Background: an optimization exercise with open tools, aiming at small area, a short achievable clock period and few clock cycles per item. Do not read the settings as production practice.
Where RTL was checked, it was by simulation tests only, not by an equivalence proof against the original.

## build 97
## tpu_top
module tpu_top (
    input  logic               clk,
    input  logic               rst_n,
    input  logic               start_valid,
    input  logic               host_we,
    input  tpu_pkg::bank_sel_t host_bank,
    input  tpu_pkg::addr_t     host_addr,
    input  tpu_pkg::word_t     host_wdata,
    output logic               start_ready,
    output logic               busy,
    output logic               done,
    output tpu_pkg::word_t     host_rdata
);
make LEC_CHECK=0 ABC_AREA=1 CAP_MARGIN=20 CORE_MARGIN=2 CORE_UTILIZATION=50 CTS_BUF_LIST=sky130_fd_sc_hd__clkbuf_16 CTS_CLUSTER_DIAMETER=120 CTS_CLUSTER_SIZE=22 SETUP_SLACK_MARGIN=2.8 SLEW_MARGIN=20 TNS_END_PERCENT=0 finish   # period 7.5 ns
run.sh (not shown) runs the stock make flow with config.mk's settings and CLKGATE_MAP_FILE= SYNTH_SCRIPT=/design/flow/synth_recipe.tcl, a recipe that flattens the netlist after the stock synthesis.
Testbench counts of build 97, summed over its fixed seeds: cycles 20,480, items 320.
For build 57, these inputs were changed with respect to build 97:
- changing CORE_UTILIZATION from 50 to 40
==> flow/flow/run.sh (new file) <==
#!/bin/bash
# The standard layout (the standard.sh, synthesis included, unchanged),
# except that the port buffers are buf_4 cells: the default pick is a slow
# delay cell that repair_timing cannot swap out (footprint matching), and it
# sits on the host_addr -> host_rdata read path. Make's full output goes to
# flow_make.log here; each ORFS step also keeps its own log under orfs/logs.
set -euo pipefail
bash standard.sh BUFFER_PORTS_ARGS="-buffer_cell sky130_fd_sc_hd__buf_4" finish > flow_make.log 2>&1
==> flow/standard.sh (new file) <==
#!/bin/bash
# synth_recipe.tcl (not shown) runs the flow's synth.tcl, then flattens the netlist and writes it again
# the make line also repeats each setting of config.mk as NAME=value (left out here)
make -C /OpenROAD-flow-scripts/flow DESIGN_CONFIG=/design/flow/config.mk WORK_HOME=/design/flow/orfs CLKGATE_MAP_FILE= SYNTH_SCRIPT=/design/flow/synth_recipe.tcl "${@:-finish}"
removed: flow/run.sh
==> summary.txt <==
Build 57 against build 97: hold slack essentially unchanged, max-slew headroom at the worst pin went down, via count lower. Share of flip-flops with an asynchronous set or reset came out exactly the same in build 57 and build 97. Build 57 ends up with a slack of the critical path that is 0.13 ns lower than in build 97. Diff build 57 and build 97: number of logic stages on the critical path including buffering lower in build 57. Diff build 97 -> build 57: measured slew at the worst slew-check pin went up 0.025 ns.
#### Input delta (build 20 over build 57)
- CORE_UTILIZATION: 40 -> 50
- SETUP_SLACK_MARGIN: 2.8 -> 3.0
- Build 20 ended with more via count normalized by instance count than build 57.
- Going from build 57 to build 20, utilization grows by 13 points.
- Build 20 reports a lower cell count than build 57 does.
- Build 20 vs. build 57: met1 usage in global routing went up, layout clock buffer count increased by 1 relative to the old numbers, footprint of the multi-input gates up 320 um2.

## build 40
tpu_top, a different RTL version from the one above (not shown whole).
Size in the first run: ~630 flip-flops, ~45 I/O pins, ~0.039 mm^2 of cells after synthesis.
Settings: LEC_CHECK=0, CAP_MARGIN=20, CORE_MARGIN=2, CORE_UTILIZATION=60, SETUP_SLACK_MARGIN=2.5, SLEW_MARGIN=20; clock period 7.5 ns.
Stock flow here: none of the scripts above is used.
Changes in build 54 relative to build 40:
- putting CTS_BUF_LIST at sky130_fd_sc_hd__clkbuf_8 where nothing was set
- putting ABC_AREA at 1 where nothing was set
- putting CTS_CLUSTER_SIZE at 25 where nothing was set
Results
- Delta(worst hold slack, build 54 - build 40) > 0
- Build 54 vs. build 40: top fanout value on the critical path rose 5, area of the placeable core fell 2.3%.
- Looking at capture point of the critical path, the host_rdata[0] result is from build 54; the host_rdata[4] one comes from build 40.
- Build 54 ends up with a core utilization of the finished layout that is 1.6 points lower than in build 40.
> inputs changed (build 54 -> build 27)
- TNS_END_PERCENT newly set to 0
- SETUP_SLACK_MARGIN changed from 2.5 to 3.0
- CORE_UTILIZATION changed from 60 to 50
==> flow/flow/run.sh (new file) <==
#!/bin/bash
# The standard layout (the standard.sh, synthesis included, unchanged),
# except that the port buffers are buf_4 cells: the default pick is a slow
# delay cell that repair_timing cannot swap out (footprint matching), and it
# sits on the host_addr -> host_rdata read path. Make's full output goes to
# flow_make.log here; each ORFS step also keeps its own log under orfs/logs.
set -euo pipefail
bash standard.sh BUFFER_PORTS_ARGS="-buffer_cell sky130_fd_sc_hd__buf_4" finish > flow_make.log 2>&1
==> flow/standard.sh (new file) <==
#!/bin/bash
# synth_recipe.tcl (not shown) runs the flow's synth.tcl, then flattens the netlist and writes it again
# the make line also repeats each setting of config.mk as NAME=value (left out here)
make -C /OpenROAD-flow-scripts/flow DESIGN_CONFIG=/design/flow/config.mk WORK_HOME=/design/flow/orfs CLKGATE_MAP_FILE= SYNTH_SCRIPT=/design/flow/synth_recipe.tcl "${@:-finish}"
removed: flow/run.sh
--- outcome ---
No run among build 54 and build 27 stopped early or left any final violation; all are clean.
Of build 54 and build 27, the run reporting the higher logic depth of the worst path, buffers included was build 54.
The final reports for build 27 and build 54 show setup slack higher in the former.
Aggregate global-route resource usage for build 27: 5.2 points down relative to build 54
Number of diodes sits lower in build 27 than in build 54.
[inputs] build 95 vs build 27
- CORE_UTILIZATION: 50 -> 60
- TNS_END_PERCENT: 0 -> unset
- SETUP_SLACK_MARGIN: 3.0 -> 2.5
==> comparison <==
In build 95, the transition time at the pin with the least slew margin came out 0.0041 ns below the value in build 27.
After synthesis and placement, the instance count of build 95 is below that of build 27.
Via density per instance, build 95 and build 27: higher on build 95
[build 95 vs build 27] largest fanout on the critical path: higher in build 95
For build 18, these inputs were changed with respect to build 95:
- changing CORE_UTILIZATION from 60 to 50
- changing SETUP_SLACK_MARGIN from 2.5 to 3.0
- changing CTS_CLUSTER_SIZE from 25 to 14
- setting CTS_CLUSTER_DIAMETER to 100 for the first time
- setting TNS_END_PERCENT to 0 for the first time
--- outcome ---
- Summary: with build 95 as the reference, final cell count in build 18 moved up by a few percent.
- Number of cell instances on the worst register-to-register path in build 18 vs build 95: down 4
- Build 18 vs build 95, launching instance or port of the critical path: host_addr[1] vs host_addr[0]
Function was not checked in any run of this note: the RTL went through the layout flow alone.

[what the ideal ports hide]
No port has a modelled driver above. Below, the same layouts with a new extraction and two added sets of constraints.
Step 1, drivers: a clkbuf_16 drives clk and a buf_2 each remaining input, both assumed.
Step 2 moves the port delays by t, midway between the first and last clock arrival at a register: inputs arrive t later, outputs are due t later. That takes back most of the time a late clock gives input paths.
a / b / c = ideal ports / drivers / drivers and shift; a / b = the first two.
run	t, ns	setup slack, ns	worst setup path at the end	clock arrival spread, ns	slew at the worst register clock pin (ns)
build 97	0.669	2.690 / 2.626 / 2.626	input to output	0.064 / 0.064	0.10 / 0.10
build 57	0.686	2.557 / 2.476 / 2.476	input to output	0.046 / 0.045	0.12 / 0.12
build 20	0.676	2.742 / 2.670 / 2.670	input to output	0.035 / 0.035	0.11 / 0.11
build 40	0.692	2.424 / 2.177 / 2.177	input to output	0.036 / 0.036	0.08 / 0.08
build 54	0.819	2.455 / 2.420 / 2.420	input to output	0.041 / 0.041	0.07 / 0.07
build 27	0.830	2.599 / 2.528 / 2.528	input to output	0.069 / 0.069	0.07 / 0.07
build 95	0.816	2.518 / 2.476 / 2.476	input to output	0.049 / 0.049	0.08 / 0.08
build 18	0.795	2.671 / 2.627 / 2.627	input to output	0.085 / 0.084	0.12 / 0.12
After both steps setup and hold are still met in every run listed. The setup slack of build 40, which loses most, moves by -0.247 ns with the drivers and by -0.247 ns with both steps.
